Background: an optimization exercise with open tools, aiming at small area, a short achievable clock period and few clock cycles per item. Do not read the settings as production practice.
RTL that was checked went through simulation tests only; none was proved equivalent to the original.
Only the layout flow was run in runs 5 and 6; the RTL was not checked for function there.
Power and IR drop assume default switching activity.

==> flow/design.v (outline; a module is shown in full before it is edited, if it fits) <==
// module mulCore: 1393 lines
// module multiplierTop: 75 lines
module multiplierTop (
	input logic clk,
	input logic reset,
	input logic inValid,
	output logic inReady,
	input logic [35:0] inOperands,
	output logic outValid,
	input logic outReady,
	output logic [35:0] outProduct
);
  // ...
==> flow/run.sh <==
#!/bin/bash
# synth_recipe.tcl (not shown) runs the flow's synth.tcl, then flattens the netlist and writes it again
# the make line also repeats each setting of config.mk as NAME=value (left out here)
make -C /OpenROAD-flow-scripts/flow DESIGN_CONFIG=/design/flow/config.mk WORK_HOME=/design/flow/orfs CLKGATE_MAP_FILE= SYNTH_SCRIPT=/design/flow/synth_recipe.tcl finish
==> flow/config.mk <==
export PLATFORM = sky130hd
export DESIGN_NAME = multiplierTop
export DESIGN_NICKNAME = multiplierTop
export VERILOG_FILES = /design/flow/design.v
export SDC_FILE = /design/flow/constraint.sdc
export NUM_CORES = 4
export LEC_CHECK = 0
export CAP_MARGIN = 20
export CORE_MARGIN = 2
export CORE_UTILIZATION = 55
export PLACE_DENSITY = 0.7
export SETUP_SLACK_MARGIN = 2.8
export SLEW_MARGIN = 20
export TNS_END_PERCENT = 10
==> flow/constraint.sdc <==
create_clock -name core_clock -period 5.0 [get_ports {clk}]
set_input_delay 1.0000 -clock core_clock [delete_from_list [all_inputs] [get_ports {clk}]]
set_output_delay 1.0000 -clock core_clock [all_outputs]
set_load 0.01 [all_outputs]
==> flow_summary.json, run 1 <==
{
  "place_area_mm2": 0.0199,
  "synth.most_common_cell": "edfxtp_1",
  "die_h_um": 189,
  "yosys.area.top_type_share": 0.503,
  "num_tap_cells": 448,
  "synth_nets": 1584,
  "drive_above_1_share": 0.180,
  "synthArstFlopShare": 0,
  "final.setup.worst_slack_ns": 2.61,
  "tritoncts": "yes",
  "slew_headroom": 0.561,
  "routed_wl_um": 37300,
  "critPathMaxFanout": 6,
  "p_comb_frac": 0.395,
  "met1_length_um": 16200,
  "use_met2": 0.331,
  "fillCellCount": 2335,
  "seq_power_uw": 5230,
  "wl_met2_um": 16800,
  "gp_congestion": 0.876,
  "cts_buffer_depth": 3,
  "finalPower_uw": 12800,
  "top_regs": "prodReg x108, skidData x36, valid x6",
  "drt_pass1_iterations": 6,
  "buffers": 216,
  "clock_tree_area_fraction": 0.0493,
  "worst_hold_slack_ns": 0.416,
  "initial_utilization": 0.560,
  "path_delay_family": "adder cells",
  "status": "finished clean",
  "critPathLaunchType": "flip-flop",
  "startpoint": "mulCore_inst.r0_42"
}
Testbench counts, summed over its fixed seeds: cycles 32,048, items 32,000.
==> run 2, diff against run 1 <==
--- a/flow/config.mk
+++ b/flow/config.mk
@@ -9,6 +9,8 @@
 export CORE_MARGIN = 2
-export CORE_UTILIZATION = 55
-export PLACE_DENSITY = 0.7
+export CORE_UTILIZATION = 40
+export CTS_CLUSTER_DIAMETER = 70
+export CTS_CLUSTER_SIZE = 30
+export GPL_ROUTABILITY_DRIVEN = 0
 export SETUP_SLACK_MARGIN = 2.8
 export SLEW_MARGIN = 20
-export TNS_END_PERCENT = 10
+export TNS_END_PERCENT = 0
==> flow_summary.json, run 2 <==
{
  "antenna_found_initial": 0,
  "seqCellArea_mm2": 0.0103,
  "slew_headroom": 0.676,
  "grt_pass1_vias": 11314,
  "rsz0062_at_grt": "yes",
  "cpMaxStageDelayCell": "ha_1",
  "hpwlAfterDp_um": 24500,
  "wire_per_inst_um": 17.8,
  "grt_pass1_wl_um": 61700,
  "largest-register": "prodReg",
  "drt_iter0_markers": 847,
  "synth_common_cells": "315 x edfxtp_1, 153 x a22oi_1, 151 x xnor2_1, 128 x inv_1, 114 x fa_1",
  "numPortBuffers": 77,
  "fin_skew_ns": 0.0140,
  "top_regs": "prodReg x108, skidData x36, valid x6",
  "viasPerCell": 5.12,
  "final_max_slew_viol_count": 0,
  "final_cell_mix": "315 x edfxtp_1, 152 x a22oi_1, 151 x xnor2_1",
  "peakVddDrop_uv": 244,
  "num_antenna_cells": 0,
  "multi_input_area_mm2": 0.00777,
  "largest_reg_flops": 108,
  "ioPinCount": 78,
  "cts_sinks": 358,
  "pre_cts_ws_ns": 1.93,
  "cts_buffers": 25,
  "fin_crit_sh": 0.468,
  "end_kind": "flip-flop",
  "fillCellCount": 3982,
  "grt_usage": 0.157,
  "drcViolationCount": 0,
  "finalSetupTns_ns": 0,
  "finalSetupViolations": 0,
  "ff2ff_path_depth": 7,
  "cts_hold_buf": 0,
  "p_comb_frac": 0.390,
  "clk_pin_slew_worst_paths_ns": 0.10,
  "power.leakage_uw": 0.00889,
  "path_cells": "ha_1 > a21o_1 > a31o_2 > o21a_1 > o21ai_2 > o22a_1 > o311ai_2",
  "final.setup.worst_slack_ns": 2.66,
  "die_h_um": 221,
  "worst_hold_slack_ns": 0.416,
  "area_delta_synth_final_pct": 20.5,
  "grt_max_degree": 68,
  "fin_crit_ns": 2.34,
  "max_freq_ghz": 0.428,
  "core-area_mm2": 0.0465,
  "grt-ovfl-total": 0,
  "tightest_slew_ns": 0.486,
  "synth-seq-cells": 358,
  "hold_viol_final": 0,
  "netlist_area_mm2": 0.0188,
  "p_per_area_mw_per_mm2": 542,
  "min_path_cells": 0,
  "synth_nets": 1584,
  "p_sw_frac": 0.339,
  "cts_buffer_depth": 3,
  "routed_wl_um": 38200,
  "num_rows": 79,
  "cts-root-buf": "clkbuf_16",
  "yosys_warnings": 3,
  "synth_largest_area_cell": "edfxtp_1",
  "nets": 1733,
  "place_area_mm2": 0.0201,
  "die_w_um": 221,
  "yosys-top-cells-area": "edfxtp_1 50%, fa_1 12%, xnor2_1 7.0%",
  "synth.most_common_cell": "edfxtp_1",
  "htree_num_levels": 1,
  "vias": 10981,
  "critPathMaxFanout": 6,
  "status": "finished clean",
  "intPower_uw": 8120,
  "seq_power_share": 0.424,
  "initial_utilization": 0.405,
  "syn-instance-count": 1368,
  "crit_type": "reg -> reg",
  "ys_types": 56,
  "layout_commonest_cell": "edfxtp_1",
  "cap_violations": 0,
  "yosysSeqAreaShare": 0.549,
  "yosys.area.top_type_share": 0.503,
  "clk_latency_ns": 0.57,
  "synthArstFlopShare": 0,
  "synth_edf_count": 315,
  "hp-class": "reg -> reg",
  "worstPathRequired_ns": 5.30,
  "ys.flop_type": "edfxtp_1",
  "critPathArrivalTime_ns": 2.63,
  "clockPowerShare": 0.186,
  "drive_above_1_share": 0.158,
  "drt_pass1_iterations": 5,
  "die_area_mm2": 0.0488,
  "syn_avg_cell_area_um2": 13.8,
  "fin_area_mm2": 0.0227,
  "critPathLaunchType": "flip-flop",
  "tritoncts": "yes",
  "p_switching_uw": 4170,
  "cpPeakStageDelay_ns": 0.39,
  "antenna_left": 0
}
==> run 2: cell count changes in the layout (fill, tap and decap cells not counted), moves of 6 or more <==
cell	change
a22oi_1	+22
a22oi_2	-22
clkbuf_16	-12
clkinv_1	-6
dlygate4sd2_1	+35
clkbuf_1	-7
clkdlybuf4s50_1	-35
==> run 2: routing by layer <==
metal  part of all wire  track usage  up-vias
li1                   -            -     5139
met1               0.43        0.218     5263
met2               0.45        0.244      472
met3              0.079       0.0267      107
met4              0.038       0.0658        0
met5                  0            0        -
==> run 2: worst max-delay path: cells and delay by family (launching register included) <==
family	cells	cell delay, ns
fa+ha+maj	1	0.39
flops	1	0.38
compound gates	6	1.30
==> run 2: path summary, 6_finish.rpt <==
check | from | end | slack [ns]
worst max-delay path | mulCore_inst.r2_647 | prodReg[4][32] | 2.66
worst min-delay path | mulCore_inst.r2_635 | prodReg[4][8] | 0.42
worst max register to register | mulCore_inst.r2_647 | prodReg[4][32] | 2.66
worst min register to register | mulCore_inst.r2_635 | prodReg[4][8] | 0.42
==> run 2: final cells by class <==
class,instances,area share
sequential,358,0.455
multi-input combinational,785,0.342
timing repair buffer,218,0.104
tap,607,0.0335
clock buffer,25,0.0276
inverter,129,0.0217
clock inverter,21,0.0153
==> run 2: kinds of logic after synthesis <==
kind of cell             after synthesis  share of synthesized area
AND/OR/NAND/NOR                      113                     0.0285
multiplexers                          38                     0.0217
XOR/XNOR                             207                     0.0964
adder cells (fa/ha/maj)              176                      0.163
flip-flops                           358                      0.549
buffers and inverters                225                     0.0458
AO/OA/AOI/OAI                        251                     0.0966
==> run 2: power groups by stage <==
| stage | clock network (uW) | logic (uW) | registers [uW] |
|---|---|---|---|
| 5_1_grt | 2480 | 5480 | 5340 |
| 6_report | 2280 | 4790 | 5210 |
| 2_1_floorplan | 0 | 3170 | 5260 |
| 4_1_cts | 2360 | 4790 | 5230 |
| 3_3_place_gp | 0 | 4300 | 5430 |
| 3_5_place_dp | 0 | 4410 | 5450 |
==> run 2: timing repair <==
action,4_1_cts,5_1_grt
resized for setup,60,8
endpoints found under the setup margin,297,278
cloned,1,0
pin swaps,5,1
buffers inserted,129,0
endpoints found under the hold margin,0,0
==> run 2: stage by stage <==
stage	utilization	std cells	total power (uW)
floorplan	-	1368	8430
global placement	0.433	1967	9730
detailed placement	0.433	1967	9860
CTS	0.488	2143	12400
global route	0.488	2143	13300
finish	0.488	2143	12300
==> run 3, diff against run 2 <==
--- a/flow/config.mk
+++ b/flow/config.mk
@@ -12,3 +12,2 @@
 export CTS_CLUSTER_SIZE = 30
-export GPL_ROUTABILITY_DRIVEN = 0
 export SETUP_SLACK_MARGIN = 2.8
==> flow_summary.json, run 3 <==
{
  "fin_skew_ns": 0.0140,
  "max_freq_ghz": 0.428,
  "layout_commonest_cell": "edfxtp_1",
  "drcViolationCount": 0,
  "core-area_mm2": 0.0465,
  "ys.flop_type": "edfxtp_1",
  "ys_types": 56,
  "yosys_warnings": 3,
  "cts_buffers": 25,
  "multi_input_area_mm2": 0.00777,
  "die_area_mm2": 0.0488,
  "die_h_um": 221,
  "drt_pass1_iterations": 5,
  "routed_wl_um": 38200,
  "tightest_slew_ns": 0.486,
  "synth-seq-cells": 358,
  "grt-ovfl-total": 0,
  "cts_hold_buf": 0,
  "final_cell_mix": "315 x edfxtp_1, 152 x a22oi_1, 151 x xnor2_1",
  "grt_pass1_vias": 11314,
  "cap_violations": 0,
  "status": "finished clean",
  "critPathArrivalTime_ns": 2.63,
  "synthArstFlopShare": 0,
  "antenna_left": 0,
  "vias": 10981,
  "largest-register": "prodReg",
  "synth.most_common_cell": "edfxtp_1",
  "yosys.area.top_type_share": 0.503,
  "final_max_slew_viol_count": 0,
  "top_regs": "prodReg x108, skidData x36, valid x6",
  "grt_max_degree": 68,
  "syn_avg_cell_area_um2": 13.8,
  "synthMuxAreaShare": 0.0217,
  "power.leakage_uw": 0.00889,
  "synth_common_cells": "315 x edfxtp_1, 153 x a22oi_1, 151 x xnor2_1, 128 x inv_1, 114 x fa_1",
  "num_antenna_cells": 0,
  "area_delta_synth_final_pct": 20.5,
  "synth-simple-area-share": 0.0285,
  "initial_utilization": 0.405,
  "synth_top_family_by_area": "adder cells",
  "fin_crit_sh": 0.468,
  "synth_largest_area_cell": "edfxtp_1",
  "numPortBuffers": 77,
  "largest_reg_flops": 108,
  "end_kind": "flip-flop",
  "hp-class": "reg -> reg",
  "nets": 1733,
  "finalPower_uw": 12300,
  "cts_sinks": 358,
  "tritoncts": "yes",
  "finalSetupTns_ns": 0,
  "htree_num_levels": 1,
  "syn-instance-count": 1368,
  "hpwlAfterDp_um": 24500,
  "seqCellArea_mm2": 0.0103,
  "slew_headroom": 0.676,
  "synthAdderAreaFrac": 0.163,
  "netlist_area_mm2": 0.0188,
  "synth_xor_area_frac": 0.0964,
  "fillCellCount": 3982,
  "ioPinCount": 78,
  "synth-compound-area-share": 0.0966,
  "drive_above_1_share": 0.158,
  "cts_buffer_depth": 3,
  "critPathLaunchType": "flip-flop",
  "drt_iter0_markers": 847,
  "synth_edf_count": 315,
  "yosys-top-cells-area": "edfxtp_1 50%, fa_1 12%, xnor2_1 7.0%",
  "hold_viol_final": 0,
  "clk_latency_ns": 0.57,
  "grt_usage": 0.157,
  "grt_pass1_wl_um": 61700,
  "finalSetupViolations": 0,
  "yosysSeqAreaShare": 0.549,
  "cts-root-buf": "clkbuf_16",
  "clk_pin_slew_worst_paths_ns": 0.10,
  "rsz0062_at_grt": "yes",
  "wire_per_inst_um": 17.8,
  "crit_type": "reg -> reg",
  "p_per_area_mw_per_mm2": 542,
  "peakVddDrop_uv": 244,
  "synth_nets": 1584,
  "critPathMaxFanout": 6,
  "antenna_found_initial": 0,
  "viasPerCell": 5.12,
  "die_w_um": 221,
  "num_rows": 79,
  "gp_congestion": 0.848,
  "worstPathRequired_ns": 5.30,
  "fin_crit_ns": 2.34
}
run 3: kinds of logic after synthesis:
family / after synthesis
AO/OA/AOI/OAI: 251
buffers and inverters: 225
flip-flops: 358
XOR/XNOR: 207
adder cells (fa/ha/maj): 176
AND/OR/NAND/NOR: 113
multiplexers: 38
run 3: through the flow:
| step | std cells | cell area (um^2) | utilization | setup WS, ns | hold WS [ns] |
|---|---|---|---|---|---|
| 2_1_floorplan | 1368 | 18800 | - | 2.27 | 0.400 |
| 3_3_place_gp | 1967 | 20100 | 0.433 | 1.95 | 0.403 |
| 3_5_place_dp | 1967 | 20100 | 0.433 | 1.93 | 0.405 |
| 4_1_cts | 2143 | 22600 | 0.488 | 2.69 | 0.419 |
| 5_1_grt | 2143 | 22700 | 0.488 | 2.61 | 0.422 |
| 6_report | 2143 | 22700 | 0.488 | 2.66 | 0.416 |
run 3: critical path, stage by stage (launching register included):
cell,delay [ns]
edfxtp_1,0.38
ha_1,0.39
a21o_1,0.25
a31o_2,0.26
o21a_1,0.25
o21ai_2,0.19
o22a_1,0.21
o311ai_2,0.14
run 3: report_power, final:
part	internal, uW	total, uW	switching, uW
Combinational	2200	4790	2590
Clock	1050	2280	1230
Sequential	4860	5210	352
Total	8120	12300	4170
run 3: path summary, 6_finish.rpt:
kind                                           from        endpoint  slack [ns]  cells after the start
worst max-delay path            mulCore_inst.r2_647  prodReg[4][32]        2.66                      7
worst min register to register  mulCore_inst.r2_635   prodReg[4][8]        0.42                      0
worst min-delay path            mulCore_inst.r2_635   prodReg[4][8]        0.42                      0
worst max register to register  mulCore_inst.r2_647  prodReg[4][32]        2.66                      7
run 3: layout make-up:
| cell class | instances | area share |
|---|---|---|
| Sequential cell | 358 | 0.455 |
| Inverter | 129 | 0.0217 |
| Timing Repair Buffer | 218 | 0.104 |
| Tap cell | 607 | 0.0335 |
| Clock buffer | 25 | 0.0276 |
| Clock inverter | 21 | 0.0153 |
| Multi-Input combinational cell | 785 | 0.342 |
run 3: timing repair:
action / 4_1_cts / 5_1_grt
setup endpoints to repair: 297 / 278
gates cloned: 1 / 0
pin swaps: 5 / 1
resized for setup: 60 / 8
setup buffers: 129 / 0
run 3: metal layers:
metal / track usage / wire length [um]
met5: 0 / 0
met4: 0.0658 / 1450
met3: 0.0267 / 3020
met2: 0.244 / 17200
met1: 0.218 / 16600
==> run 4, diff against run 3 <==
--- a/flow/config.mk
+++ b/flow/config.mk
@@ -7,3 +7,3 @@
 export LEC_CHECK = 0
-export CAP_MARGIN = 20
+export CAP_MARGIN = 0
 export CORE_MARGIN = 2
@@ -13,3 +13,3 @@
 export SETUP_SLACK_MARGIN = 2.8
-export SLEW_MARGIN = 20
+export SLEW_MARGIN = 0
 export TNS_END_PERCENT = 0
==> flow_summary.json, run 4 <==
{
  "finalSetupViolations": 0,
  "syn_avg_cell_area_um2": 13.8,
  "grt_max_degree": 68,
  "ys.flop_type": "edfxtp_1",
  "critPathArrivalTime_ns": 2.63,
  "htree_num_levels": 1,
  "hold_path_end": "prodReg[4][8]",
  "fin_area_mm2": 0.0227,
  "viasPerCell": 5.12,
  "max_freq_ghz": 0.428,
  "syn-instance-count": 1368,
  "place_area_mm2": 0.0201,
  "largest_reg_flops": 108,
  "tritoncts": "yes",
  "finalSetupTns_ns": 0,
  "rr_endpoint": "prodReg[4][32]",
  "largest-register": "prodReg",
  "antenna_found_initial": 0,
  "final_cell_mix": "315 x edfxtp_1, 152 x a22oi_1, 151 x xnor2_1",
  "num_rows": 79,
  "hp-class": "reg -> reg",
  "grt_usage": 0.157,
  "end_kind": "flip-flop",
  "wire_per_inst_um": 17.8,
  "crit_type": "reg -> reg",
  "peakVddDrop_uv": 244,
  "nets": 1733,
  "path_cells": "ha_1 > a21o_1 > a31o_2 > o21a_1 > o21ai_2 > o22a_1 > o311ai_2",
  "die_h_um": 221,
  "final_max_slew_viol_count": 0,
  "critPathLaunchType": "flip-flop",
  "drive_above_1_share": 0.158,
  "fin_skew_ns": 0.0140,
  "yosys.area.top_type_share": 0.503,
  "timing.rr.start": "mulCore_inst.r2_647",
  "cap_violations": 0,
  "ys_types": 56,
  "cts-root-buf": "clkbuf_16",
  "intPower_uw": 8120,
  "p_switching_uw": 4170,
  "initial_utilization": 0.405,
  "clk_pin_slew_worst_paths_ns": 0.10,
  "core-area_mm2": 0.0465,
  "fin_crit_ns": 2.34,
  "p_comb_frac": 0.390,
  "grt_use_met3": 0.0267,
  "netlist_area_mm2": 0.0188,
  "synth_edf_count": 315,
  "rsz0062_at_grt": "yes",
  "fin_crit_sh": 0.468,
  "clockPowerShare": 0.186,
  "synth_largest_area_cell": "edfxtp_1",
  "antenna_left": 0,
  "seq_power_share": 0.424,
  "vias": 10981,
  "drt_iter0_markers": 847,
  "status": "finished clean",
  "p_per_area_mw_per_mm2": 542,
  "cpPeakStageDelay_ns": 0.39,
  "worstPathRequired_ns": 5.30,
  "min_path_cells": 0,
  "synth_nets": 1584,
  "area_delta_synth_final_pct": 20.5,
  "cpMaxStageDelayCell": "ha_1",
  "ff2ff_path_depth": 7,
  "layout_commonest_cell": "edfxtp_1",
  "gp_congestion": 0.848,
  "hp-start": "mulCore_inst.r2_635",
  "worst_hold_slack_ns": 0.416,
  "clk_latency_ns": 0.57,
  "power.leakage_uw": 0.00889,
  "ioPinCount": 78,
  "reg2reg_slack_ns": 2.66,
  "numPortBuffers": 77,
  "top_regs": "prodReg x108, skidData x36, valid x6",
  "drt_pass1_iterations": 5,
  "tightest_slew_ns": 0.486,
  "yosys-top-cells-area": "edfxtp_1 50%, fa_1 12%, xnor2_1 7.0%",
  "slew_headroom": 0.676,
  "cts_sinks": 358,
  "critPathMaxFanout": 6,
  "cts_buffers": 25,
  "yosysSeqAreaShare": 0.549,
  "use_met2": 0.244,
  "die_w_um": 221,
  "drcViolationCount": 0,
  "synth.most_common_cell": "edfxtp_1",
  "synth_common_cells": "315 x edfxtp_1, 153 x a22oi_1, 151 x xnor2_1, 128 x inv_1, 114 x fa_1",
  "hold_viol_final": 0,
  "routed_wl_um": 38200,
  "die_area_mm2": 0.0488,
  "grt.busiest_layer": "met2",
  "met1_usage": 0.218,
  "yosys_warnings": 3,
  "synthArstFlopShare": 0,
  "num_antenna_cells": 0,
  "cts_buffer_depth": 3,
  "grt-ovfl-total": 0,
  "fillCellCount": 3982,
  "grt_pass1_vias": 11314,
  "grt_pass1_wl_um": 61700,
  "synth-seq-cells": 358,
  "p_sw_frac": 0.339,
  "hpwlAfterDp_um": 24500
}
[run 4: cell counts in the layout (fill, tap and decap cells not counted)]
No cell type changed its count.
[run 4: worst max path at each step]
stage                              from  depth (start not counted)                  end  slack (ns)
finish              mulCore_inst.r2_647                          7       prodReg[4][32]        2.66
global route        mulCore_inst.r2_647                          7       prodReg[4][30]        2.61
CTS                 mulCore_inst.r2_641                          7       prodReg[4][29]        2.69
detailed placement             outReady                          6  mulCore_inst.r1_502        1.93
global placement               outReady                          6  mulCore_inst.r1_505        1.95
floorplan                      outReady                          4  mulCore_inst.r2_627        2.27
[run 4: critical path, delay by kind of cell (launching register included)]
| family | cells | cell delay (ns) |
|---|---|---|
| compound gates | 6 | 1.30 |
| fa+ha+maj | 1 | 0.39 |
| flops | 1 | 0.38 |
[run 4: kinds of logic (layout without fill, tap and decap cells)]
kind of cell             count (synthesis)  after routing  synth area share
multiplexers                            38             38            0.0217
buffers and inverters                  225            393            0.0458
AND/OR/NAND/NOR                        113            113            0.0285
flip-flops                             358            358             0.549
XOR/XNOR                               207            207            0.0964
adder cells (fa/ha/maj)                176            176             0.163
AO/OA/AOI/OAI                          251            251            0.0966
[run 4: stage by stage]
stage / std cells / power [uW] / worst slack (ns) / util
after global placement: 1967 / 9730 / 1.95 / 0.433
after detailed placement: 1967 / 9860 / 1.93 / 0.433
after global routing: 2143 / 13300 / 2.61 / 0.488
after floorplan: 1368 / 8430 / 2.27 / -
after CTS: 2143 / 12400 / 2.69 / 0.488
final: 2143 / 12300 / 2.66 / 0.488
[run 4: power groups by stage]
stage,Combinational (uW),Clock [uW],Sequential (uW)
after detailed placement,4410,0,5450
after global placement,4300,0,5430
after global routing,5480,2480,5340
after floorplan,3170,0,5260
final,4790,2280,5210
after CTS,4790,2360,5230
[run 4: repair_timing]
action                                  CTS  global route
endpoints found under the setup margin  297           278
gates resized for setup                  60             8
hold buffers                              0             0
pin swaps                                 5             1
buffers inserted                        129             0
cloned                                    1             0
[run 4: area by class of cell]
class | count | area, um^2 | area share
repair buffers | 218 | 2370 | 0.104
multi-input cells | 785 | 7770 | 0.342
clock buffers | 25 | 626 | 0.0276
well taps | 607 | 759 | 0.0335
clock inverters | 21 | 347 | 0.0153
flip-flops and latches | 358 | 10300 | 0.455
inverters | 129 | 492 | 0.0217
[run 4: per-layer routing]
| layer | up-vias | wire (um) |
|---|---|---|
| met5 | - | 0 |
| met4 | 0 | 1450 |
| met3 | 107 | 3020 |
| met2 | 472 | 17200 |
| met1 | 5263 | 16600 |
| li1 | 5139 | - |
==> module multiplierTop, before the edit <==
module multiplierTop (
	input logic clk,
	input logic reset,
	input logic inValid,
	output logic inReady,
	input logic [35:0] inOperands,
	output logic outValid,
	input logic outReady,
	output logic [35:0] outProduct
);
	localparam int coreStages = 3;
	localparam int stages = mulPkg::capacity - 1;
	localparam int width = mulPkg::productWidth;
	logic [stages:1] valid;
	logic [stages+1:1] ready;
	logic [35:0] coreIn;
	logic coreInValid;
	logic [width-1:0] coreProd;
	logic [width-1:0] prodReg [stages:coreStages+1];
	assign ready[stages+1] = outReady;
	for (genvar k = 1; k <= stages; k++) begin : readyChain
		assign ready[k] = !valid[k] || ready[k+1];
	end
	logic skidValid;
	logic [35:0] skidData;
	assign inReady = !skidValid;
	assign coreIn = skidValid ? skidData : inOperands;
	assign coreInValid = skidValid || inValid;
	always_ff @(posedge clk) begin
		if (reset) begin
			skidValid <= 1'b0;
		end else if (skidValid) begin
			skidValid <= !ready[1];
		end else begin
			skidValid <= inValid && !ready[1];
		end
	end
	always_ff @(posedge clk) begin
		if (!skidValid) begin
			skidData <= inOperands;
		end
	end
	always_ff @(posedge clk) begin
		if (reset) begin
			valid <= '0;
		end else begin
			if (ready[1]) begin
				valid[1] <= coreInValid;
			end
			for (int k = 2; k <= stages; k++) begin
				if (ready[k]) begin
					valid[k] <= valid[k-1];
				end
			end
		end
	end
	mulCore mulCore_inst (
		.clk(clk),
		.en(ready[(coreStages > 0 ? coreStages : 1):1]),
		.ops(coreIn),
		.prod(coreProd)
	);
	always_ff @(posedge clk) begin
		if (ready[coreStages+1]) begin
			prodReg[coreStages+1] <= coreProd;
		end
		for (int k = coreStages + 2; k <= stages; k++) begin
			if (ready[k]) begin
				prodReg[k] <= prodReg[k-1];
			end
		end
	end
	assign outValid = valid[stages];
	assign outProduct = prodReg[stages];
endmodule
==> run 5, diff against run 4 <==
--- a/flow/design.v
+++ b/flow/design.v
@@ -1413,19 +1413,48 @@
 	localparam int coreStages = 3;
-	localparam int stages = mulPkg::capacity - 1;
+	localparam int frontStages = coreStages + 1;
+	localparam int backStages = mulPkg::capacity - frontStages - 1;
 	localparam int width = mulPkg::productWidth;
-	logic [stages:1] valid;
-	logic [stages+1:1] ready;
-	logic [35:0] coreIn;
-	logic coreInValid;
+	logic [frontStages:1] frontValid;
+	logic [frontStages+1:1] frontReady;
 	logic [width-1:0] coreProd;
-	logic [width-1:0] prodReg [stages:coreStages+1];
-	assign ready[stages+1] = outReady;
-	for (genvar k = 1; k <= stages; k++) begin : readyChain
-		assign ready[k] = !valid[k] || ready[k+1];
-	end
+	logic [width-1:0] frontProd;
 	logic skidValid;
-	logic [35:0] skidData;
-	assign inReady = !skidValid;
-	assign coreIn = skidValid ? skidData : inOperands;
-	assign coreInValid = skidValid || inValid;
+	logic [width-1:0] skidData;
+	logic send;
+	logic [width-1:0] backIn;
+	logic [backStages:1] backValid;
+	logic [backStages+1:1] backReady;
+	logic [width-1:0] backData [backStages:1];
+	assign frontReady[frontStages+1] = !skidValid;
+	for (genvar k = 1; k <= frontStages; k++) begin : frontReadyChain
+		assign frontReady[k] = !frontValid[k] || frontReady[k+1];
+	end
+	assign inReady = frontReady[1];
+	always_ff @(posedge clk) begin
+		if (reset) begin
+			frontValid <= '0;
+		end else begin
+			if (frontReady[1]) begin
+				frontValid[1] <= inValid;
+			end
+			for (int k = 2; k <= frontStages; k++) begin
+				if (frontReady[k]) begin
+					frontValid[k] <= frontValid[k-1];
+				end
+			end
+		end
+	end
+	mulCore mulCore_inst (
+		.clk(clk),
+		.en(frontReady[coreStages:1]),
+		.ops(inOperands),
+		.prod(coreProd)
+	);
+	always_ff @(posedge clk) begin
+		if (frontReady[frontStages]) begin
+			frontProd <= coreProd;
+		end
+	end
+	assign send = frontValid[frontStages] && !skidValid;
+	assign backIn = skidValid ? skidData : frontProd;
 	always_ff @(posedge clk) begin
@@ -1434,5 +1463,5 @@
 		end else if (skidValid) begin
-			skidValid <= !ready[1];
+			skidValid <= !backReady[1];
 		end else begin
-			skidValid <= inValid && !ready[1];
+			skidValid <= send && !backReady[1];
 		end
@@ -1441,15 +1470,19 @@
 		if (!skidValid) begin
-			skidData <= inOperands;
+			skidData <= frontProd;
 		end
 	end
+	assign backReady[backStages+1] = outReady;
+	for (genvar k = 1; k <= backStages; k++) begin : backReadyChain
+		assign backReady[k] = !backValid[k] || backReady[k+1];
+	end
 	always_ff @(posedge clk) begin
 		if (reset) begin
-			valid <= '0;
+			backValid <= '0;
 		end else begin
-			if (ready[1]) begin
-				valid[1] <= coreInValid;
+			if (backReady[1]) begin
+				backValid[1] <= skidValid || send;
 			end
-			for (int k = 2; k <= stages; k++) begin
-				if (ready[k]) begin
-					valid[k] <= valid[k-1];
+			for (int k = 2; k <= backStages; k++) begin
+				if (backReady[k]) begin
+					backValid[k] <= backValid[k-1];
 				end
@@ -1458,15 +1491,9 @@
 	end
-	mulCore mulCore_inst (
-		.clk(clk),
-		.en(ready[(coreStages > 0 ? coreStages : 1):1]),
-		.ops(coreIn),
-		.prod(coreProd)
-	);
 	always_ff @(posedge clk) begin
-		if (ready[coreStages+1]) begin
-			prodReg[coreStages+1] <= coreProd;
+		if (backReady[1]) begin
+			backData[1] <= backIn;
 		end
-		for (int k = coreStages + 2; k <= stages; k++) begin
-			if (ready[k]) begin
-				prodReg[k] <= prodReg[k-1];
+		for (int k = 2; k <= backStages; k++) begin
+			if (backReady[k]) begin
+				backData[k] <= backData[k-1];
 			end
@@ -1474,4 +1501,4 @@
 	end
-	assign outValid = valid[stages];
-	assign outProduct = prodReg[stages];
+	assign outValid = backValid[backStages];
+	assign outProduct = backData[backStages];
 endmodule
--- a/flow/config.mk
+++ b/flow/config.mk
@@ -7,3 +7,3 @@
 export LEC_CHECK = 0
-export CAP_MARGIN = 0
+export CAP_MARGIN = 20
 export CORE_MARGIN = 2
@@ -13,3 +13,3 @@
 export SETUP_SLACK_MARGIN = 2.8
-export SLEW_MARGIN = 0
+export SLEW_MARGIN = 20
 export TNS_END_PERCENT = 0
==> flow_summary.json, run 5 <==
{
  "status": "finished clean",
  "final_cell_mix": "315 x edfxtp_1, 153 x a22oi_1, 148 x xnor2_1",
  "worstPathRequired_ns": 4.00,
  "syn-instance-count": 1361,
  "synth_nets": 1577,
  "drive_above_1_share": 0.138,
  "netlist_area_mm2": 0.0189,
  "intPower_uw": 8380,
  "rsz0062_at_grt": "yes",
  "drt_iter0_markers": 737,
  "cp-endpoint": "inReady",
  "reg2reg_slack_ns": 2.40,
  "antenna_found_initial": 2,
  "synth-seq-cells": 358,
  "fin_crit_sh": 0.522,
  "layout_commonest_cell": "edfxtp_1",
  "die_h_um": 221,
  "critPathArrivalTime_ns": 1.61,
  "power.leakage_uw": 0.00853,
  "end_kind": "output port",
  "critPathMaxFanout": 2,
  "cpMaxStageDelayCell": "dfxtp_4",
  "largest_reg_flops": 72,
  "initial_utilization": 0.405,
  "clk_latency_ns": 0.59,
  "timing.rr.start": "mulCore_inst.r0_20",
  "wl_met2_um": 18600,
  "place_area_mm2": 0.0201,
  "syn_avg_cell_area_um2": 13.9,
  "cts_hold_buf": 0,
  "synth_largest_area_cell": "edfxtp_1",
  "seq_power_share": 0.428,
  "p_sw_frac": 0.339,
  "grt_usage": 0.161,
  "worst_hold_slack_ns": 0.420,
  "fin_skew_ns": 0.0314,
  "crit_type": "reg -> out",
  "wire_per_inst_um": 18.7,
  "num_rows": 79,
  "cts-root-buf": "clkbuf_16",
  "die_area_mm2": 0.0489,
  "cts_buffer_depth": 3,
  "die_w_um": 221,
  "synthArstFlopShare": 0,
  "drcViolationCount": 0,
  "p_comb_frac": 0.381,
  "critPathLaunchType": "flip-flop",
  "ff2ff_path_depth": 5,
  "routed_wl_um": 39100,
  "yosys_warnings": 3,
  "vias": 10566,
  "fin_crit_ns": 2.61,
  "clk_pin_slew_worst_paths_ns": 0.10,
  "top_regs": "backData x72, frontProd x36, skidData x36",
  "max_freq_ghz": 0.383,
  "tritoncts": "yes",
  "hpwlAfterDp_um": 25500,
  "highest_layer": "met4",
  "core-area_mm2": 0.0466,
  "hold_viol_final": 0,
  "nets": 1677,
  "ioPinCount": 78,
  "finalSetupViolations": 0,
  "synth.most_common_cell": "edfxtp_1",
  "viasPerCell": 5.06,
  "area_delta_synth_final_pct": 18.3,
  "ys_types": 59,
  "antenna_left": 0,
  "gp_congestion": 0.841,
  "p_per_area_mw_per_mm2": 568,
  "cap_violations": 0,
  "final.setup.worst_slack_ns": 2.39,
  "cts_sinks": 358,
  "hp-class": "reg -> reg",
  "tightest_slew_ns": 0.892,
  "drt_pass1_iterations": 6,
  "num_antenna_cells": 0,
  "grt_pass1_wl_um": 62700,
  "synth_edf_count": 315,
  "yosysSeqAreaShare": 0.547,
  "grt_max_degree": 63,
  "slew_headroom": 0.406,
  "cts_buffers": 26,
  "finalSetupTns_ns": 0,
  "ys.flop_type": "edfxtp_1",
  "htree_num_levels": 1,
  "cpPeakStageDelay_ns": 0.37,
  "numPortBuffers": 77,
  "fin_area_mm2": 0.0223,
  "met1_length_um": 17200,
  "p_switching_uw": 4290,
  "route.met3.wl_um": 2340,
  "grt_pass1_vias": 11210,
  "fin_util": 0.479,
  "rr_endpoint": "mulCore_inst.r1_450",
  "largest-register": "backData",
  "clockPowerShare": 0.191,
  "yosys-top-cells-area": "edfxtp_1 50%, fa_1 12%, xnor2_1 6.9%",
  "startpoint": "skidValid",
  "synth_common_cells": "315 x edfxtp_1, 153 x a22oi_1, 148 x xnor2_1, 114 x fa_1, 112 x inv_1",
  "peakVddDrop_uv": 278,
  "path_cells": "buf_12 > and3_4 > nand3_4 > buf_12 > buf_6",
  "critPathMostFrequentCell": "buf_12",
  "pre_cts_ws_ns": 1.85,
  "final_max_slew_viol_count": 0,
  "yosys.area.top_type_share": 0.501,
  "grt-ovfl-total": 0
}
[run 5: cell count changes in the layout (fill, tap and decap cells not counted), sizes merged, moves of 8 or more]
cell,before,now
mux2i,15,0
clkdlybuf4s50,39,76
nand3b,1,9
dlygate4sd2,37,0
buf,141,92
mux2,23,37
nand2,43,31
inv,137,122
[run 5: per-stage QoR]
step | total power [uW] | std cells
after global placement | 10100 | 1956
after global routing | 13700 | 2088
after detailed placement | 10200 | 1957
after floorplan | 8750 | 1361
final | 12700 | 2088
after CTS | 12800 | 2041
[run 5: power by group through the flow]
stage	logic, uW	registers (uW)	clock network [uW]
floorplan	3350	5410	0
CTS	4730	5510	2520
global route	5550	5560	2620
global placement	4510	5590	0
detailed placement	4620	5620	0
finish	4820	5420	2430
[run 5: cell type report]
type,instances,area [um^2]
Sequential cell,358,10300
Tap cell,607,759
Multi-Input combinational cell,790,7740
Fill cell,4038,24200
Timing Repair Buffer,172,2010
Clock buffer,27,664
Clock inverter,21,387
Inverter,113,428
[run 5: worst max-delay path: cells and delay by family (launching register included)]
| kind | cells | cell delay (ns) |
|---|---|---|
| simple gates | 2 | 0.29 |
| buf+inv | 3 | 0.35 |
| flops | 1 | 0.37 |
[run 5: what timing repair did]
item,CTS,global route
setup buffers,32,47
gates resized for setup,17,0
gates cloned,4,0
endpoints found under the setup margin,197,184
endpoints found under the hold margin,0,0
pin swaps,1,0
[run 5: cells by family after synthesis]
logic type / synth area share
flip-flops: 0.547
AO/OA/AOI/OAI: 0.0996
buffers and inverters: 0.0438
XOR/XNOR: 0.0970
adder cells (fa/ha/maj): 0.162
AND/OR/NAND/NOR: 0.0283
multiplexers: 0.0221
[run 5: worst min-delay path by stage]
| stage | cells past startpoint | to | start | slack, ns |
|---|---|---|---|---|
| floorplan | 0 | backData[2][0] | backData[1][0] | 0.40 |
| global placement | 0 | frontProd[8] | mulCore_inst.r2_635 | 0.40 |
| detailed placement | 0 | backData[2][14] | backData[1][14] | 0.40 |
| CTS | 0 | backData[2][20] | backData[1][20] | 0.42 |
| global route | 0 | backData[2][20] | backData[1][20] | 0.43 |
| finish | 0 | backData[2][20] | backData[1][20] | 0.42 |
[run 5: routing by layer]
metal,track usage,up-vias
met5,0,-
met4,0.0600,0
met3,0.0276,72
met2,0.265,292
met1,0.214,5181
li1,-,5021
==> run 6, diff against run 5 <==
--- a/flow/config.mk
+++ b/flow/config.mk
@@ -10,4 +10,4 @@
 export CORE_UTILIZATION = 40
-export CTS_CLUSTER_DIAMETER = 70
-export CTS_CLUSTER_SIZE = 30
+export CTS_CLUSTER_DIAMETER = 75
+export CTS_CLUSTER_SIZE = 35
 export SETUP_SLACK_MARGIN = 2.8
==> flow_summary.json, run 6 <==
{
  "top_regs": "backData x72, frontProd x36, skidData x36",
  "layout_commonest_cell": "edfxtp_1",
  "cts_sinks": 358,
  "final_cell_mix": "315 x edfxtp_1, 153 x a22oi_1, 148 x xnor2_1",
  "worstPathRequired_ns": 5.32,
  "rsz0062_at_grt": "yes",
  "grt_pass1_wl_um": 62600,
  "slew_headroom": 0.398,
  "finalSetupTns_ns": 0,
  "wire_per_inst_um": 18.7,
  "drive_above_1_share": 0.141,
  "die_h_um": 221,
  "grt_max_degree": 63,
  "clk_pin_slew_worst_paths_ns": 0.10,
  "hold_viol_final": 0,
  "finalSetupViolations": 0,
  "syn-instance-count": 1361,
  "ys_types": 59,
  "viasPerCell": 5.10,
  "drt_pass1_iterations": 5,
  "critPathLaunchType": "flip-flop",
  "tritoncts": "yes",
  "tightest_slew_ns": 0.903,
  "num_rows": 79,
  "nets": 1686,
  "synthAdderAreaFrac": 0.162,
  "synthArstFlopShare": 0,
  "antenna_found_initial": 1,
  "synth_edf_count": 315,
  "gp_congestion": 0.841,
  "ioPinCount": 78,
  "hp-class": "reg -> reg",
  "vias": 10673,
  "cts_buffers": 22,
  "yosys.area.top_type_share": 0.501,
  "peakVddDrop_uv": 271,
  "final_max_slew_viol_count": 0,
  "synth_xor_area_frac": 0.0970,
  "fin_crit_ns": 2.60,
  "grt-ovfl-total": 0,
  "htree_num_levels": 1,
  "cts_buffer_depth": 3,
  "synth_nets": 1577,
  "fin_skew_ns": 0.0249,
  "numPortBuffers": 77,
  "max_freq_ghz": 0.385,
  "core-area_mm2": 0.0466,
  "critPathArrivalTime_ns": 2.92,
  "yosys_warnings": 3,
  "synth-simple-area-share": 0.0283,
  "yosysSeqAreaShare": 0.547,
  "finalPower_uw": 12500,
  "antenna_left": 0,
  "grt_usage": 0.161,
  "synth_common_cells": "315 x edfxtp_1, 153 x a22oi_1, 148 x xnor2_1, 114 x fa_1, 112 x inv_1",
  "synth_largest_area_cell": "edfxtp_1",
  "initial_utilization": 0.405,
  "grt_pass1_vias": 11234,
  "cts-root-buf": "clkbuf_16",
  "end_kind": "flip-flop",
  "die_w_um": 221,
  "synth-compound-area-share": 0.0996,
  "p_per_area_mw_per_mm2": 562,
  "die_area_mm2": 0.0489,
  "drt_iter0_markers": 799,
  "power.leakage_uw": 0.00852,
  "synth.most_common_cell": "edfxtp_1",
  "syn_avg_cell_area_um2": 13.9,
  "netlist_area_mm2": 0.0189,
  "status": "finished clean",
  "synth_top_family_by_area": "adder cells",
  "critPathMaxFanout": 18,
  "area_delta_synth_final_pct": 18.1,
  "hpwlAfterDp_um": 25500,
  "cap_violations": 0,
  "ys.flop_type": "edfxtp_1",
  "largest-register": "backData",
  "clk_latency_ns": 0.57,
  "crit_type": "reg -> reg",
  "fin_crit_sh": 0.520,
  "synth-seq-cells": 358,
  "yosys-top-cells-area": "edfxtp_1 50%, fa_1 12%, xnor2_1 6.9%",
  "synthMuxAreaShare": 0.0221,
  "largest_reg_flops": 72,
  "drcViolationCount": 0,
  "worst_hold_slack_ns": 0.423,
  "routed_wl_um": 39100
}
-- run 6: cell types whose count changed in the layout (fill, tap and decap cells not counted), moves of 2 or more --
cell	change
clkinv_16	+5
clkbuf_16	-3
clkinv_8	-5
inv_8	+2
clkinv_4	-2
buf_12	-4
buf_4	+17
inv_16	-5
-- run 6: through the flow --
stage                     setup slack [ns]  utilization  instance area (um^2)  instances
after floorplan                       2.29            -                 18900       1361
after global placement                1.86        0.431                 20100       1956
after CTS                             2.39        0.465                 21700       2041
after detailed placement              1.85        0.432                 20100       1957
final                                 2.40        0.478                 22300       2094
after global routing                  2.34        0.478                 22300       2093
-- run 6: worst paths after layout --
path	slack, ns	to	from	depth (start not counted)
max	2.40	mulCore_inst.r1_450	mulCore_inst.r0_21	5
min	0.42	backData[2][16]	backData[1][16]	0
max reg2reg	2.40	mulCore_inst.r1_450	mulCore_inst.r0_21	5
min reg2reg	0.42	backData[2][16]	backData[1][16]	0
-- run 6: kinds of logic (layout without fill, tap and decap cells) --
group	Yosys count	after routing
xor gates and xnor gates	209	209
DFF	358	358
AOI/OAI and AO/OA	260	260
buffers and inverters	213	338
adders and majority gates	176	176
muxes	37	37
and+or+nand+nor	108	108
other	0	1
-- run 6: worst max-delay path, cell delays in order (launching register included) --
cell	delay, ns
edfxtp_1	0.90
a22oi_1	0.24
xor2_1	0.22
fa_1	0.51
inv_1	0.06
fa_1	0.42
-- run 6: repair_timing --
action,4_1_cts,5_1_grt
endpoints found under the setup margin,171,182
cloned,4,0
hold buffers,0,0
gates resized for setup,17,2
pin swaps,1,0
buffers inserted,40,52
-- run 6: final cells by class --
class	instances	area (um^2)
fill	4029	24300
clock inverter	17	379
multi-input combinational	790	7750
clock buffer	23	576
inverter	113	428
sequential	358	10300
antenna	1	2.50
timing repair buffer	185	2050
tap	607	759
-- run 6: power breakdown --
| part | switching, uW | internal, uW | total (uW) |
|---|---|---|---|
| Clock | 1220 | 1030 | 2260 |
| Sequential | 432 | 4990 | 5420 |
| Combinational | 2580 | 2270 | 4850 |
-- run 6: routing by layer --
metal,global-route usage,vias to the layer above,wire length (um)
li1,-,5022,-
met1,0.217,5267,17200
met2,0.262,300,18200
met3,0.0250,84,2330
met4,0.0637,0,1390
met5,0,-,0
==> run 7, diff against run 6 <==
--- a/flow/design.v
+++ b/flow/design.v
@@ -1431,3 +1431,18 @@
 	end
-	assign inReady = frontReady[1];
+	logic [frontStages:1] frontValidNext;
+	logic skidValidNext;
+	always_comb begin
+		frontValidNext[1] = frontReady[1] ? inValid : frontValid[1];
+		for (int k = 2; k <= frontStages; k++) begin
+			frontValidNext[k] = frontReady[k] ? frontValid[k-1] : frontValid[k];
+		end
+		skidValidNext = skidValid ? !backReady[1] : (send && !backReady[1]);
+	end
+	always_ff @(posedge clk) begin
+		if (reset) begin
+			inReady <= 1'b1;
+		end else begin
+			inReady <= !(&frontValidNext) || !skidValidNext;
+		end
+	end
 	always_ff @(posedge clk) begin
--- a/flow/config.mk
+++ b/flow/config.mk
@@ -10,6 +10,6 @@
 export CORE_UTILIZATION = 40
-export CTS_CLUSTER_DIAMETER = 75
-export CTS_CLUSTER_SIZE = 35
+export CTS_CLUSTER_DIAMETER = 70
+export CTS_CLUSTER_SIZE = 30
 export SETUP_SLACK_MARGIN = 2.8
 export SLEW_MARGIN = 20
-export TNS_END_PERCENT = 0
+export TNS_END_PERCENT = 5
==> flow_summary.json, run 7 <==
{
  "clk_pin_slew_worst_paths_ns": 0.10,
  "power.leakage_uw": 0.00876,
  "max_freq_ghz": 0.411,
  "cts_sinks": 359,
  "synth.most_common_cell": "edfxtp_1",
  "hold_viol_final": 0,
  "grt_pass1_vias": 11067,
  "critPathMaxFanout": 5,
  "slew_headroom": 0.494,
  "cp_num_buf_inv": 0,
  "synth_largest_area_cell": "edfxtp_1",
  "drive_above_1_share": 0.187,
  "yosys.area.top_type_share": 0.501,
  "status": "finished clean",
  "critPathLaunchType": "flip-flop",
  "fin_skew_ns": 0.0257,
  "fin_crit_sh": 0.486,
  "finalPower_uw": 12800,
  "yosysSeqAreaShare": 0.548,
  "ys.flop_type": "edfxtp_1",
  "cpMaxStageDelayCell": "ha_2",
  "rsz0062_at_grt": "yes",
  "grt-ovfl-total": 0,
  "syn-instance-count": 1363,
  "cts_hold_buf": 0,
  "core-area_mm2": 0.0466,
  "final_max_slew_viol_count": 0,
  "synth_nets": 1579,
  "cts_buffers": 24,
  "grt_max_degree": 60,
  "cts-root-buf": "clkbuf_16",
  "largest-register": "backData",
  "tritoncts": "yes",
  "die_h_um": 221,
  "ioPinCount": 78,
  "cap_violations": 0,
  "grt_usage": 0.158,
  "nets": 1712,
  "fillCellCount": 3927,
  "num_rows": 79,
  "cts_buffer_depth": 3,
  "synth_common_cells": "315 x edfxtp_1, 153 x a22oi_1, 143 x xnor2_1, 114 x fa_1, 111 x inv_1",
  "end_kind": "flip-flop",
  "gp_congestion": 0.856,
  "finalSetupViolations": 0,
  "top_regs": "backData x72, frontProd x36, skidData x36",
  "synth-seq-cells": 359,
  "tightest_slew_ns": 0.759,
  "finalSetupTns_ns": 0,
  "die_area_mm2": 0.0489,
  "drt_iter0_markers": 807,
  "die_w_um": 221,
  "seqCellArea_mm2": 0.0103,
  "num_antenna_cells": 0,
  "synth_edf_count": 315,
  "yosys_warnings": 3,
  "grt_pass1_wl_um": 61900,
  "drt_pass1_iterations": 5,
  "largest_reg_flops": 72,
  "final_cell_mix": "315 x edfxtp_1, 141 x xnor2_1, 135 x a22oi_1",
  "worstPathRequired_ns": 5.34,
  "cpPeakStageDelay_ns": 0.41,
  "numPortBuffers": 77,
  "routed_wl_um": 39000,
  "fin_crit_ns": 2.43,
  "yosys-top-cells-area": "edfxtp_1 50%, fa_1 12%, xnor2_1 6.6%",
  "wire_per_inst_um": 18.4,
  "p_per_area_mw_per_mm2": 562,
  "peakVddDrop_uv": 284,
  "viasPerCell": 5.10,
  "antenna_found_initial": 0,
  "crit_type": "reg -> reg",
  "multi_input_area_mm2": 0.00814,
  "antenna_left": 0,
  "synthArstFlopShare": 0,
  "path_delay_family": "compound AO/OA/AOI/OAI gates",
  "drcViolationCount": 0,
  "path_cells": "ha_2 > nand2_1 > nor3b_2 > o21ai_0 > a311oi_4 > mux2i_1 > nor2_1",
  "vias": 10816,
  "critPathArrivalTime_ns": 2.77,
  "ys_types": 54,
  "hp-class": "reg -> reg",
  "layout_commonest_cell": "edfxtp_1",
  "hpwlAfterDp_um": 25100,
  "syn_avg_cell_area_um2": 13.8,
  "area_delta_synth_final_pct": 20.9,
  "htree_num_levels": 1,
  "initial_utilization": 0.405,
  "netlist_area_mm2": 0.0189,
  "clk_latency_ns": 0.58
}
-- run 7: cell types whose count changed after synthesis, moves of 3 or more --
| cell | before | now |
|---|---|---|
| xor2_1 | 61 | 65 |
| o211ai_1 | 2 | 6 |
| o21ai_1 | 3 | 0 |
| a211oi_2 | 3 | 0 |
| a21o_1 | 6 | 12 |
| nor2_1 | 26 | 22 |
| xnor2_1 | 148 | 143 |
| buf_2 | 8 | 5 |
| clkbuf_1 | 60 | 67 |
| a31oi_1 | 5 | 1 |
| nand3_1 | 9 | 6 |
| nand4_1 | 1 | 5 |
-- run 7: cells by family after synthesis --
kind of cell | count (synthesis) | share of synthesized area
adders and majority gates | 178 | 0.163
muxes | 39 | 0.0231
buffers and inverters | 213 | 0.0433
AOI/OAI and AO/OA | 260 | 0.0971
xor gates and xnor gates | 208 | 0.0965
DFF | 359 | 0.548
and+or+nand+nor | 106 | 0.0289
-- run 7: cell type report --
type                       count  area share
multi-input combinational    791       0.357
inverter                     112      0.0189
sequential                   359       0.453
timing repair buffer         208      0.0963
tap                          607      0.0333
clock buffer                  26      0.0276
clock inverter                18      0.0139
-- run 7: what timing repair did --
action | CTS | global route
gates resized for setup | 70 | 42
gates cloned | 1 | 0
buffers inserted | 112 | 7
endpoints found under the setup margin | 228 | 263
hold endpoints to repair | 0 | 0
pin swaps | 26 | 16
-- run 7: power breakdown --
part / switching (uW) / leakage (uW) / internal, uW / total, uW
registers: 455 / 0.00372 / 5010 / 5470
logic: 2660 / 0.00459 / 2400 / 5060
clock network: 1250 / 0.000454 / 1050 / 2300
-- run 7: path summary, 6_finish.rpt --
path                  startpoint  slack, ns         endpoint  cells after the start
min              backData[1][15]       0.42  backData[2][15]                      0
min reg2reg      backData[1][15]       0.42  backData[2][15]                      0
max          mulCore_inst.r2_646       2.57    frontProd[34]                      7
max reg2reg  mulCore_inst.r2_646       2.57    frontProd[34]                      7
-- run 7: layer usage --
| metal | vias up | track usage | routed length, um |
|---|---|---|---|
| li1 | 5101 | - | - |
| met1 | 5293 | 0.222 | 17400 |
| met2 | 350 | 0.252 | 18000 |
| met3 | 72 | 0.0234 | 2570 |
| met4 | 0 | 0.0539 | 1020 |
| met5 | - | 0 | 0 |
-- run 7: per-stage QoR --
step | hold WS (ns) | std cells | utilization | setup WS (ns) | cell area [um^2]
4_1_cts | 0.419 | 2114 | 0.483 | 2.54 | 22500
5_1_grt | 0.419 | 2121 | 0.490 | 2.51 | 22800
2_1_floorplan | 0.400 | 1363 | - | 2.33 | 18900
6_report | 0.417 | 2121 | 0.490 | 2.57 | 22800
3_5_place_dp | 0.405 | 1957 | 0.432 | 2.28 | 20100
3_3_place_gp | 0.404 | 1955 | 0.431 | 2.25 | 20100
Testbench counts of run 7, summed over its fixed seeds: cycles 32,048, items 32,000.
==> run 8, diff against run 7 <==
--- a/flow/config.mk
+++ b/flow/config.mk
@@ -14,2 +14,2 @@
 export SLEW_MARGIN = 20
-export TNS_END_PERCENT = 5
+export TNS_END_PERCENT = 0
==> flow_summary.json, run 8 <==
{
  "largest-register": "backData",
  "drt_pass1_iterations": 5,
  "grt-ovfl-total": 0,
  "cap_violations": 0,
  "fin_crit_ns": 2.46,
  "hp-start": "backData[1][15]",
  "p_per_area_mw_per_mm2": 558,
  "end_kind": "flip-flop",
  "synth_largest_area_cell": "edfxtp_1",
  "path_cells": "a22oi_1 > xnor2_1 > fa_1 > fa_1",
  "grt_pass1_vias": 10949,
  "antenna_left": 0,
  "cp_num_buf_inv": 0,
  "drcViolationCount": 0,
  "top_regs": "backData x72, frontProd x36, skidData x36",
  "final.setup.worst_slack_ns": 2.54,
  "final_max_slew_viol_count": 0,
  "grt_pass1_wl_um": 61200,
  "seqCellArea_mm2": 0.0103,
  "synth_common_cells": "315 x edfxtp_1, 153 x a22oi_1, 143 x xnor2_1, 114 x fa_1, 111 x inv_1",
  "crit_type": "reg -> reg",
  "nets": 1692,
  "fin_skew_ns": 0.0158,
  "grt_usage": 0.156,
  "place_area_mm2": 0.0201,
  "num_rows": 79,
  "cpPeakStageDelay_ns": 0.87,
  "p_switching_uw": 4210,
  "die_area_mm2": 0.0489,
  "met1_usage": 0.222,
  "tightest_slew_ns": 0.788,
  "finalSetupViolations": 0,
  "placed_cells": 1957,
  "layout_commonest_cell": "edfxtp_1",
  "vias": 10764,
  "clockPowerShare": 0.186,
  "yosysSeqAreaShare": 0.548,
  "cts_sinks": 359,
  "cts_buffers": 24,
  "critPathMostFrequentCell": "fa_1",
  "initial_utilization": 0.405,
  "syn-instance-count": 1363,
  "cts-root-buf": "clkbuf_16",
  "grt_max_degree": 60,
  "yosys_warnings": 3,
  "wire_per_inst_um": 18.2,
  "cpMaxStageDelayCell": "edfxtp_1",
  "core-area_mm2": 0.0466,
  "finalSetupTns_ns": 0,
  "worst_hold_slack_ns": 0.417,
  "die_h_um": 221,
  "drive_above_1_share": 0.148,
  "tritoncts": "yes",
  "hold_path_end": "backData[2][15]",
  "syn_avg_cell_area_um2": 13.8,
  "largest_reg_flops": 72,
  "grt.busiest_layer": "met2",
  "die_w_um": 221,
  "layoutNonFillerInstCount": 2101,
  "ys.flop_type": "edfxtp_1",
  "ioPinCount": 78,
  "rsz0062_at_grt": "yes",
  "max_freq_ghz": 0.407,
  "p_sw_frac": 0.339,
  "hpwlAfterDp_um": 25100,
  "worstPathRequired_ns": 5.31,
  "ff2ff_path_depth": 4,
  "critPathLaunchType": "flip-flop",
  "grt_use_met3": 0.0219,
  "min_path_cells": 0,
  "clk_latency_ns": 0.57,
  "synth_edf_count": 315,
  "netlist_area_mm2": 0.0189,
  "num_antenna_cells": 0,
  "numPortBuffers": 77,
  "hold_viol_final": 0,
  "fillCellCount": 3998,
  "htree_num_levels": 1,
  "reg2reg_slack_ns": 2.54,
  "slew_headroom": 0.475,
  "p_comb_frac": 0.377,
  "final_cell_mix": "315 x edfxtp_1, 153 x a22oi_1, 143 x xnor2_1",
  "fin_crit_sh": 0.491,
  "drt_iter0_markers": 833,
  "cts_hold_buf": 0,
  "gp_congestion": 0.856,
  "routed_wl_um": 38300,
  "ys_types": 54,
  "pre_cts_ws_ns": 2.28,
  "hp-class": "reg -> reg",
  "timing.rr.start": "mulCore_inst.r0_54",
  "fin_area_mm2": 0.0222,
  "multi_input_area_mm2": 0.00780,
  "synthArstFlopShare": 0,
  "cts_buffer_depth": 3,
  "synth.most_common_cell": "edfxtp_1",
  "synth-seq-cells": 359,
  "viasPerCell": 5.12,
  "use_met2": 0.249,
  "synth_nets": 1579,
  "intPower_uw": 8210,
  "yosys-top-cells-area": "edfxtp_1 50%, fa_1 12%, xnor2_1 6.6%",
  "area_delta_synth_final_pct": 17.8,
  "clk_pin_slew_worst_paths_ns": 0.09,
  "rr_endpoint": "mulCore_inst.r1_454",
  "status": "finished clean",
  "critPathMaxFanout": 18,
  "yosys.area.top_type_share": 0.501,
  "peakVddDrop_uv": 278,
  "critPathArrivalTime_ns": 2.77,
  "seq_power_share": 0.437,
  "power.leakage_uw": 0.00861,
  "antenna_found_initial": 1,
  "path_delay_family": "adder cells"
}
[run 8: timing repair]
item                                    CTS  global route
buffers inserted                         97             3
pin swaps                                 0             0
endpoints found under the setup margin  228           274
resized for setup                        39            11
[run 8: layout make-up]
type                            instances  area share
Timing Repair Buffer                  188      0.0881
Clock buffer                           26      0.0283
Inverter                              112      0.0194
Clock inverter                         18      0.0143
Sequential cell                       359       0.465
Multi-Input combinational cell        791       0.351
Tap cell                              607      0.0342
[run 8: cells by family after synthesis]
| kind of cell | count (synthesis) | synth area share |
|---|---|---|
| simple gates | 106 | 0.0289 |
| xor+xnor | 208 | 0.0965 |
| mux | 39 | 0.0231 |
| flops | 359 | 0.548 |
| compound gates | 260 | 0.0971 |
| fa+ha+maj | 178 | 0.163 |
| buf+inv | 213 | 0.0433 |
[run 8: per-layer routing]
layer  part of all wire  up-vias
met5                  0        -
met2               0.46      392
met1               0.45     5235
met3              0.072       73
li1                   -     5064
met4              0.025        0
[run 8: how the worst max path moves through the flow]
stage | startpoint | end | slack [ns] | depth (start not counted)
2_1_floorplan | skidValid | mulCore_inst.r1_405 | 2.33 | 4
3_3_place_gp | mulCore_inst.r0_57 | mulCore_inst.r1_450 | 2.25 | 4
3_5_place_dp | mulCore_inst.r0_58 | mulCore_inst.r1_450 | 2.28 | 5
4_1_cts | backData[2][14] | outProduct[14] | 2.54 | 1
5_1_grt | mulCore_inst.r0_54 | mulCore_inst.r1_454 | 2.47 | 4
6_report | mulCore_inst.r0_54 | mulCore_inst.r1_454 | 2.54 | 4
[run 8: through the flow]
| stage | power (uW) | utilization |
|---|---|---|
| global route | 13500 | 0.478 |
| finish | 12400 | 0.478 |
| floorplan | 8640 | - |
| CTS | 12500 | 0.476 |
| detailed placement | 10100 | 0.432 |
| global placement | 9970 | 0.431 |
[run 8: power groups by stage]
stage / Sequential, uW / Combinational [uW] / Clock [uW]
after detailed placement: 5640 / 4430 / 0
final: 5430 / 4690 / 2300
after floorplan: 5410 / 3230 / 0
after global routing: 5560 / 5400 / 2490
after CTS: 5450 / 4660 / 2380
after global placement: 5630 / 4340 / 0
==> run 9, diff against run 8 <==
--- a/flow/config.mk
+++ b/flow/config.mk
@@ -14,2 +14 @@
 export SLEW_MARGIN = 20
-export TNS_END_PERCENT = 0
==> flow_summary.json, run 9 <==
{
  "status": "finished clean",
  "fin_area_mm2": 0.0233,
  "hpwlAfterDp_um": 25500,
  "cts_buffers": 24,
  "nets": 1747,
  "cts_buffer_depth": 3,
  "hold_viol_final": 0,
  "yosys-top-cells-area": "edfxtp_1 50%, fa_1 12%, xnor2_1 6.6%",
  "die_w_um": 221,
  "synth_edf_count": 315,
  "p_comb_frac": 0.416,
  "gp_congestion": 0.841,
  "die_h_um": 221,
  "critPathArrivalTime_ns": 2.59,
  "path_delay_family": "adder cells",
  "initial_utilization": 0.405,
  "slew_headroom": 0.541,
  "largest-register": "backData",
  "fin_crit_sh": 0.458,
  "crit_type": "reg -> reg",
  "htree_num_levels": 1,
  "synth_largest_area_cell": "edfxtp_1",
  "p_switching_uw": 4420,
  "cts-root-buf": "clkbuf_16",
  "p_per_area_mw_per_mm2": 557,
  "p_sw_frac": 0.340,
  "top_regs": "backData x72, frontProd x36, skidData x36",
  "netlist_area_mm2": 0.0189,
  "synth-seq-cells": 359,
  "vias": 11046,
  "synthArstFlopShare": 0,
  "grt_pass1_wl_um": 63900,
  "finalSetupViolations": 0,
  "num_rows": 79,
  "place_area_mm2": 0.0203,
  "die_area_mm2": 0.0489,
  "ys_types": 54,
  "synth_nets": 1579,
  "wire_per_inst_um": 18.5,
  "cpPeakStageDelay_ns": 0.53,
  "cts_sinks": 359,
  "cp_num_buf_inv": 2,
  "area_delta_synth_final_pct": 23.6,
  "tightest_slew_ns": 0.689,
  "ys.flop_type": "edfxtp_1",
  "grt_max_degree": 60,
  "layout_commonest_cell": "edfxtp_1",
  "end_kind": "flip-flop",
  "core-area_mm2": 0.0466,
  "final_max_slew_viol_count": 0,
  "rsz0062_at_grt": "yes",
  "antenna_left": 0,
  "clk_pin_slew_worst_paths_ns": 0.10,
  "largest_reg_flops": 72,
  "seq_power_share": 0.420,
  "finalPower_uw": 13000,
  "fin_crit_ns": 2.29,
  "synth.most_common_cell": "edfxtp_1",
  "critPathMaxFanout": 4,
  "routed_wl_um": 39900,
  "viasPerCell": 5.13,
  "hp-class": "reg -> reg",
  "critPathLaunchType": "flip-flop",
  "clk_latency_ns": 0.58,
  "clockPowerShare": 0.164,
  "drive_above_1_share": 0.289,
  "yosys_warnings": 3,
  "ioPinCount": 78,
  "drt_iter0_markers": 800,
  "num_antenna_cells": 0,
  "syn-instance-count": 1363,
  "yosys.area.top_type_share": 0.501,
  "numPortBuffers": 77,
  "max_freq_ghz": 0.437,
  "drcViolationCount": 0,
  "synth_common_cells": "315 x edfxtp_1, 153 x a22oi_1, 143 x xnor2_1, 114 x fa_1, 111 x inv_1",
  "cap_violations": 0,
  "path_cells": "buf_4 > buf_2 > a22oi_2 > xnor2_1 > fa_2 > fa_2",
  "grt_usage": 0.163,
  "antenna_found_initial": 1,
  "cpMaxStageDelayCell": "fa_2",
  "power.leakage_uw": 0.00892,
  "fin_skew_ns": 0.0340,
  "worstPathRequired_ns": 5.30,
  "yosysSeqAreaShare": 0.548,
  "peakVddDrop_uv": 285,
  "drt_pass1_iterations": 6,
  "tritoncts": "yes",
  "finalSetupTns_ns": 0,
  "syn_avg_cell_area_um2": 13.8,
  "final_cell_mix": "315 x edfxtp_1, 137 x xnor2_1, 113 x buf_4",
  "critPathMostFrequentCell": "fa_2",
  "intPower_uw": 8580,
  "grt_pass1_vias": 11581,
  "cts_hold_buf": 0,
  "grt-ovfl-total": 0
}
==> run 9: cell type report <==
cell class              count  area [um^2]
clock buffers              25          604
inverters                 112          434
clock inverters            18          235
repair inverters            1         7.51
fillers                  3888        23200
well taps                 607          759
multi-input cells         791         8560
flip-flops and latches    359        10300
repair buffers            242         2380
==> run 9: metal layers <==
layer / routed length (um) / global-route usage / share of wire
met1: 18000 / 0.228 / 0.45
met2: 18400 / 0.260 / 0.46
met3: 2280 / 0.0260 / 0.057
met4: 1180 / 0.0517 / 0.030
met5: 13 / 0 / 0.00033
==> run 9: final timing paths <==
kind	start	to	slack [ns]	cells after the start
worst max register to register	mulCore_inst.r0_38	mulCore_inst.r1_433	2.71	6
worst min register to register	mulCore_inst.r1_507	mulCore_inst.r2_684	0.40	0
worst max-delay path	mulCore_inst.r0_38	mulCore_inst.r1_433	2.71	6
worst min-delay path	mulCore_inst.r1_507	mulCore_inst.r2_684	0.40	0
==> run 9: kinds of logic (layout without fill, tap and decap cells) <==
family | count (synthesis) | after routing | synth area share
AOI/OAI and AO/OA | 260 | 260 | 0.0971
xor gates and xnor gates | 208 | 208 | 0.0965
adders and majority gates | 178 | 178 | 0.163
buffers and inverters | 213 | 398 | 0.0433
DFF | 359 | 359 | 0.548
muxes | 39 | 39 | 0.0231
and+or+nand+nor | 106 | 106 | 0.0289
==> run 9: worst reg2reg max path, delay by kind of cell, from the launching register on <==
family | cells | cell delay [ns]
XOR/XNOR | 1 | 0.10
AO/OA/AOI/OAI | 1 | 0.17
buffers and inverters | 2 | 0.34
adder cells (fa/ha/maj) | 2 | 0.95
flip-flops | 1 | 0.46
==> run 9: power by group through the flow <==
| stage | logic [uW] | clock network (uW) | registers, uW |
|---|---|---|---|
| after floorplan | 3330 | 0 | 5420 |
| after global placement | 4440 | 0 | 5610 |
| after detailed placement | 4560 | 0 | 5650 |
| after CTS | 5100 | 2210 | 5470 |
| after global routing | 6100 | 2310 | 5590 |
| final | 5410 | 2130 | 5460 |
==> run 9: through the flow <==
stage	worst slack, ns	cells	hold slack [ns]	util
2_1_floorplan	2.33	1363	0.400	-
3_5_place_dp	2.20	1957	0.405	0.436
5_1_grt	2.64	2155	0.404	0.501
3_3_place_gp	2.18	1956	0.403	0.435
4_1_cts	2.73	2131	0.390	0.488
6_report	2.71	2155	0.401	0.501
==> run 9: timing repair <==
| item | in CTS | in global routing |
|---|---|---|
| pin swaps | 46 | 48 |
| hold endpoints to repair | 0 | 0 |
| resized for setup | 208 | 102 |
| gates cloned | 2 | 1 |
| setup endpoints to repair | 273 | 204 |
| setup buffers | 129 | 23 |

what the ideal ports hide:
In the flow no input, the clock included, has a driving cell. The finished layouts below were timed again as built, in two steps.
Step 1 sets driving cells, clkbuf_16 on the clock port and buf_2 on the other inputs (assumed; they add their load-dependent delay and slew).
Step 2 moves the port delays by t, midway between the first and last clock arrival at a register: inputs arrive t later, outputs are due t later. That takes back most of the time a late clock gives input paths.
Three values: ideal ports, drivers, drivers and shift; two values: the first two.
| run | t, ns | slack for setup (ns) | worst setup path after step 2 |
|---|---|---|---|
| run 1 | 0.581 | 2.607 / 2.568 / 2.094 | input to register |
| run 2 | 0.613 | 2.662 / 2.662 / 2.100 | input to register |
| run 3 | 0.613 | 2.662 / 2.662 / 2.100 | input to register |
| run 4 | 0.613 | 2.662 / 2.662 / 2.100 | input to register |
| run 5 | 0.623 | 2.388 / 2.335 / 2.403 | register to register |
| run 6 | 0.611 | 2.400 / 2.358 / 2.400 | register to register |
| run 7 | 0.611 | 2.569 / 2.535 / 2.569 | register to register |
| run 8 | 0.620 | 2.544 / 2.525 / 2.544 | register to register |
| run 9 | 0.612 | 2.710 / 2.710 / 2.375 | input to register |
After both steps every run listed still meets setup and hold.
